Background: an optimization exercise with open tools, aiming at small area, a short achievable clock period and few clock cycles. Do not read the settings as production practice.
The RTL was checked by simulation tests, not by an equivalence proof against the original design.
No activity file was given, so power comes from the tool's default toggle rates.

## lane 1
## dcache_controller
module dcache_controller #(
  parameter int NUM_LINES = 16,
  parameter int LINE_BITS = dcache_pkg::LINE_BITS
) (
  input  logic                 clk_i,
  input  logic                 rst_i,
  input  logic                 cpu_req_i,
  input  logic                 cpu_we_i,
  input  logic [31:0]          cpu_addr_i,
  input  logic [31:0]          cpu_data_i,
  output logic [31:0]          cpu_data_o,
  output logic                 cpu_stall_o,
  output logic                 mem_req_o,
  output logic                 mem_we_o,
  output logic [31:0]          mem_addr_o,
  output logic [LINE_BITS-1:0] mem_data_o,
  input  logic [LINE_BITS-1:0] mem_data_i,
  input  logic                 mem_ack_i
);
Size in the first run: ~5100 cells after synthesis, roughly 2500 flip-flops, about 390 I/O pins, about 0.094 mm^2 of cells after synthesis.
clock: 7.0 ns
lec_check: 0
cap_margin: 20
core_margin: 2
core_utilization: 60
setup_slack_margin: 1.5
slew_margin: 20
tns_end_percent: 0
standard.sh (not shown) runs the stock make flow with config.mk's settings and CLKGATE_MAP_FILE= SYNTH_SCRIPT=/design/flow/synth_recipe.tcl, a recipe that flattens the netlist after the stock synthesis.
==> flow/flow/run.sh <==
#!/bin/bash
# Own layout flow: the standard ORFS flow (standard.sh, unchanged synthesis and steps) with
# the make settings in args.sh beside this file:
#  - gate sizing free to change a cell's footprint (MATCH_CELL_FOOTPRINT=0),
#  - plain buffers on the ports instead of the delay cells buffer_ports picks by default,
#  - clock tree sink clusters without dummy loads.
# ORFS writes each step's full log under orfs/logs; make's own output goes to make.log.
set -euo pipefail
source "$(dirname "$0")/args.sh"
bash standard.sh "${ARGS[@]}" finish > make.log 2>&1
==> flow/flow/args.sh <==
# make settings for run.sh (and nothing else)
ARGS=(
  MATCH_CELL_FOOTPRINT=0
  "BUFFER_PORTS_ARGS=-buffer_cell sky130_fd_sc_hd__buf_2"
  "CTS_ARGS=-sink_clustering_enable -repair_clock_nets -dont_use_dummy_load -sink_clustering_size 24 -sink_clustering_max_diameter 60"
)
Lane 1 did not stop at any stage, and its layout met the timing, design-rule and antenna checks.
Testbench counts of lane 1, summed over its fixed seeds: cycles 60,633.
[inputs] lane 2 vs lane 1
--- a/flow/config.mk
+++ b/flow/config.mk
@@ -12,2 +12 @@
 export SLEW_MARGIN = 20
-export TNS_END_PERCENT = 0
### Flow results
[lane 2 vs lane 1] routed via count: higher in lane 2
Sort lane 2 and lane 1 by relative area change from synthesis to final layout, descending, and lane 2 comes first.
Diff lane 1 -> lane 2 | detail-routed net length per standard cell | up slightly
As far as share of the final layout cell area in multi-input gates is concerned, lane 2 and lane 1 perform about the same.
Comparing lane 2 and lane 1, number of violations reported at the end of detailed-routing iteration 0 is higher on lane 1.


Another version of the RTL of dcache_controller (not shown whole).
Size: about 5400 cells after synthesis, about 390 I/O pins, ~95000 sq um of cells after synthesis.
==> flow/config.mk <==
export PLATFORM = sky130hd
export DESIGN_NAME = dcache_controller
export DESIGN_NICKNAME = dcache_controller
export VERILOG_FILES = /design/flow/design.v
export SDC_FILE = /design/flow/constraint.sdc
export NUM_CORES = 4
export LEC_CHECK = 0
export CAP_MARGIN = 20
export CORE_MARGIN = 2
export CORE_UTILIZATION = 60
export SETUP_SLACK_MARGIN = 1.5
export SLEW_MARGIN = 20
==> flow/constraint.sdc <==
create_clock -name core_clock -period 7.0 [get_ports {clk_i}]
set_input_delay 1.4000 -clock core_clock [delete_from_list [all_inputs] [get_ports {clk_i}]]
set_output_delay 1.4000 -clock core_clock [all_outputs]
set_load 0.01 [all_outputs]
==> flow/flow/run.sh <==
#!/bin/bash
# Own layout flow: the standard ORFS flow (standard.sh, unchanged synthesis) with
#  - gate sizing free to change a cell's footprint (MATCH_CELL_FOOTPRINT=0),
#  - plain buffers on the ports instead of the delay cells buffer_ports picks by default,
#  - clock tree sink clusters without dummy loads.
# ORFS writes each step's full log under orfs/logs; make's own output goes to make.log.
set -euo pipefail
bash standard.sh \
  MATCH_CELL_FOOTPRINT=0 \
  "BUFFER_PORTS_ARGS=-buffer_cell sky130_fd_sc_hd__buf_2" \
  "CTS_ARGS=-sink_clustering_enable -repair_clock_nets -dont_use_dummy_load" \
  finish > make.log 2>&1
Testbench counts at the start, summed over its fixed seeds: cycles 60,633.
Change:
==> flow/run.sh (new file) <==
#!/bin/bash
# synth_recipe.tcl (not shown) runs the flow's synth.tcl, then flattens the netlist and writes it again
# the make line also repeats each setting of config.mk as NAME=value (left out here)
make -C /OpenROAD-flow-scripts/flow DESIGN_CONFIG=/design/flow/config.mk WORK_HOME=/design/flow/orfs CLKGATE_MAP_FILE= SYNTH_SCRIPT=/design/flow/synth_recipe.tcl finish
Settings changed: CORE_UTILIZATION 60 to 45, SETUP_SLACK_MARGIN 1.5 to 2.0.
removed: flow/flow/run.sh
removed: flow/standard.sh
Outcome:
- combinational power came out higher by about a fifth
- via count came out higher by a few percent
- non-clock buffer count came out higher by 370
- final area came out higher by a little under a tenth


== the baseline ==
The RTL this note starts from:
==> flow/design.v <==
package dcache_pkg;
  localparam int LINE_BITS = 128;
  localparam int OFF_W     = 4;
  localparam int IDX_W     = 4;
  localparam int TAG_W     = 32 - IDX_W - OFF_W;
  typedef enum logic [1:0] {
    IDLE      = 2'd0,
    WRITEBACK = 2'd1,
    ALLOCATE  = 2'd2
  } state_e;
endpackage
module dcache_sram #(
  parameter int NUM_LINES = 16,
  parameter int DATA_W    = 128,
  parameter int IW        = 4,
  parameter int TW        = 24
) (
  input  logic              clk_i,
  input  logic              clr_valid_i,
  input  logic [IW-1:0]     rd_idx_i,
  output logic [TW-1:0]     rd_tag_o,
  output logic              rd_valid_o,
  output logic              rd_dirty_o,
  output logic [DATA_W-1:0] rd_data_o,
  input  logic [TW-1:0]     cmp_tag_i,
  output logic              rd_hit_o,
  input  logic [IW-1:0]     wr_idx_i,
  input  logic [3:0]        wr_word_en_i,
  input  logic [DATA_W-1:0] wr_data_i,
  input  logic              wr_tag_en_i,
  input  logic [TW-1:0]     wr_tag_i,
  input  logic              wr_dirty_en_i,
  input  logic              wr_dirty_i
);
  localparam int WW = DATA_W / 4;
  logic [NUM_LINES-1:0] valid_q;
  logic [NUM_LINES-1:0] dirty_q;
  logic [TW-1:0]        tag_q  [NUM_LINES];
  logic [DATA_W-1:0]    data_q [NUM_LINES];
  assign rd_tag_o   = tag_q[rd_idx_i];
  assign rd_valid_o = valid_q[rd_idx_i];
  assign rd_dirty_o = dirty_q[rd_idx_i];
  assign rd_data_o  = data_q[rd_idx_i];
  logic [NUM_LINES-1:0] match;
  always_comb begin
    for (int i = 0; i < NUM_LINES; i++) match[i] = valid_q[i] & (tag_q[i] == cmp_tag_i);
  end
  assign rd_hit_o = |(match & (NUM_LINES'(1) << rd_idx_i));
  always_ff @(posedge clk_i) begin
    for (int i = 0; i < NUM_LINES; i++) begin
      if (clr_valid_i) valid_q[i] <= 1'b0;
      else if (wr_tag_en_i && wr_idx_i == i) valid_q[i] <= 1'b1;
      if (wr_dirty_en_i && wr_idx_i == i) dirty_q[i] <= wr_dirty_i;
      if (wr_tag_en_i && wr_idx_i == i) tag_q[i] <= wr_tag_i;
      for (int w = 0; w < 4; w++)
        if (wr_word_en_i[w] && wr_idx_i == i) data_q[i][w*WW +: WW] <= wr_data_i[w*WW +: WW];
    end
  end
endmodule
module dcache_controller #(
  parameter int NUM_LINES = 16,
  parameter int LINE_BITS = dcache_pkg::LINE_BITS
) (
  input  logic                 clk_i,
  input  logic                 rst_i,
  input  logic                 cpu_req_i,
  input  logic                 cpu_we_i,
  input  logic [31:0]          cpu_addr_i,
  input  logic [31:0]          cpu_data_i,
  output logic [31:0]          cpu_data_o,
  output logic                 cpu_stall_o,
  output logic                 mem_req_o,
  output logic                 mem_we_o,
  output logic [31:0]          mem_addr_o,
  output logic [LINE_BITS-1:0] mem_data_o,
  input  logic [LINE_BITS-1:0] mem_data_i,
  input  logic                 mem_ack_i
);
  localparam int IW = $clog2(NUM_LINES);
  localparam int TW = 32 - IW - dcache_pkg::OFF_W;
  localparam int WW = LINE_BITS / 4;
  logic [IW-1:0]        req_idx;
  logic [TW-1:0]        req_tag;
  logic [1:0]           word_sel;
  logic [3:0]           word_hot;
  logic [TW-1:0]        rd_tag;
  logic                 rd_valid;
  logic                 rd_dirty;
  logic [LINE_BITS-1:0] rd_data;
  logic                 rd_hit;
  logic                 hit;
  logic                 miss;
  logic                 wb;
  logic                 wb_ack;
  logic                 fill;
  logic                 store_hit;
  logic [3:0]           wr_word_en;
  logic [LINE_BITS-1:0] wr_data;
  assign req_idx  = cpu_addr_i[dcache_pkg::OFF_W +: IW];
  assign req_tag  = cpu_addr_i[31 -: TW];
  assign word_sel = cpu_addr_i[3:2];
  assign word_hot = 4'b0001 << word_sel;
  dcache_sram #(
    .NUM_LINES (NUM_LINES),
    .DATA_W    (LINE_BITS),
    .IW        (IW),
    .TW        (TW)
  ) u_sram (
    .clk_i         (clk_i),
    .clr_valid_i   (~rst_i),
    .rd_idx_i      (req_idx),
    .rd_tag_o      (rd_tag),
    .rd_valid_o    (rd_valid),
    .rd_dirty_o    (rd_dirty),
    .rd_data_o     (rd_data),
    .cmp_tag_i     (req_tag),
    .rd_hit_o      (rd_hit),
    .wr_idx_i      (req_idx),
    .wr_word_en_i  (wr_word_en),
    .wr_data_i     (wr_data),
    .wr_tag_en_i   (fill),
    .wr_tag_i      (req_tag),
    .wr_dirty_en_i (store_hit | fill | wb_ack),
    .wr_dirty_i    (~wb_ack & cpu_we_i)
  );
  always_comb begin
    hit       = rd_hit;
    miss      = rst_i & cpu_req_i & ~hit;
    wb        = rd_valid & rd_dirty;
    wb_ack    = miss & mem_ack_i & wb;
    fill      = miss & mem_ack_i & ~wb;
    store_hit = rst_i & cpu_req_i & hit & cpu_we_i;
    for (int w = 0; w < 4; w++) begin
      wr_word_en[w] = fill | (store_hit & word_hot[w]);
      wr_data[w*WW +: WW] = (fill & ~(cpu_we_i & word_hot[w])) ? mem_data_i[w*WW +: WW]
                                                                 : cpu_data_i;
    end
  end
  assign cpu_stall_o = miss & ~(mem_ack_i & ~wb);
  assign cpu_data_o  = mem_ack_i ? mem_data_i[{word_sel, 5'b0} +: 32]
                                 : rd_data[{word_sel, 5'b0} +: 32];
  assign mem_req_o   = miss;
  assign mem_we_o    = wb;
  assign mem_addr_o  = {wb ? rd_tag : req_tag, req_idx, {dcache_pkg::OFF_W{1'b0}}};
  assign mem_data_o  = rd_data;
endmodule
export LEC_CHECK = 0
export CAP_MARGIN = 20
export CORE_MARGIN = 2
export CORE_UTILIZATION = 45
export SETUP_SLACK_MARGIN = 2.5
export SLEW_MARGIN = 20
create_clock -name core_clock -period 7.0 [get_ports {clk_i}]
==> flow/flow/run.sh <==
#!/bin/bash
# Own layout flow: the standard ORFS flow (standard.sh, unchanged synthesis) with
#  - gate sizing free to change a cell's footprint (MATCH_CELL_FOOTPRINT=0),
#  - plain buffers on the ports instead of the delay cells buffer_ports picks by default,
#  - clock tree sink clusters without dummy loads.
# ORFS writes each step's full log under orfs/logs; make's own output goes to make.log.
set -euo pipefail
bash standard.sh \
  MATCH_CELL_FOOTPRINT=0 \
  "BUFFER_PORTS_ARGS=-buffer_cell sky130_fd_sc_hd__buf_2" \
  "CTS_ARGS=-sink_clustering_enable -repair_clock_nets -dont_use_dummy_load" \
  finish > make.log 2>&1
Per the final summary, the baseline finished and its layout is clean on timing, DRC and antenna.
Testbench counts of the baseline, summed over its fixed seeds: cycles 60,633.
diff inputs: the baseline => the candidate
Settings: swapping 2.5 for 2.0 in SETUP_SLACK_MARGIN.
==> flow/run.sh (new file) <==
#!/bin/bash
# synth_recipe.tcl (not shown) runs the flow's synth.tcl, then flattens the netlist and writes it again
# the make line also repeats each setting of config.mk as NAME=value (left out here)
make -C /OpenROAD-flow-scripts/flow DESIGN_CONFIG=/design/flow/config.mk WORK_HOME=/design/flow/orfs CLKGATE_MAP_FILE= SYNTH_SCRIPT=/design/flow/synth_recipe.tcl finish
removed: flow/flow/run.sh
removed: flow/standard.sh
Notes after the runs:
The candidate has via count above what the baseline had. Between the baseline and the candidate, hold slack increased. Looking at relative contribution of combinational cells to total power, the candidate sits 0.2 points lower than the baseline does. In terms of fraction of met2 tracks used by global routing, the baseline and the candidate differ only marginally. Compared with the baseline, pin count of the biggest net entering global routing in the candidate decreased by more than 10%. Final cell utilization of the core ends up higher on the candidate. | overall power | the candidate vs the baseline | worse |.

-- afterwards: timing with drivers on the ports --
In the flow no input, the clock included, has a driving cell. The finished layouts below were timed again as built, in two steps. Step 1, drivers: a clkbuf_16 drives clk_i and a buf_2 each remaining input, both assumed. Step 2 moves the port delays by t, midway between the first and last clock arrival at a register: inputs arrive t later, outputs are due t later. That takes back most of the time a late clock gives input paths. Slacks: no drivers / after step 1 / after step 2; pairs: no drivers / after step 1.
run	shift t [ns]	setup WS [ns]	hold slack, ns	latest minus earliest clock arrival (ns)
lane 1	0.873	1.338 / 1.097 / 0.323	0.452 / 0.452 / 0.452	0.097 / 0.097
lane 2	0.846	1.373 / 1.146 / 0.590	0.454 / 0.454 / 0.454	0.121 / 0.121
the first run of note 2	0.930	1.396 / 1.068 / 0.517	0.451 / 0.451 / 0.451	0.075 / 0.075
the second run of note 2	0.971	1.261 / 1.005 / 0.772	0.452 / 0.452 / 0.452	0.056 / 0.056
the baseline	1.042	1.220 / 0.933 / 0.933	0.510 / 0.510 / 0.510	0.107 / 0.107
the candidate	1.026	1.298 / 0.964 / 0.943	0.522 / 0.522 / 0.522	0.080 / 0.080
After both steps setup and hold are still met in every run listed. The setup slack of lane 1, which loses most, moves by -0.241 ns with the drivers and by -1.015 ns with both steps.
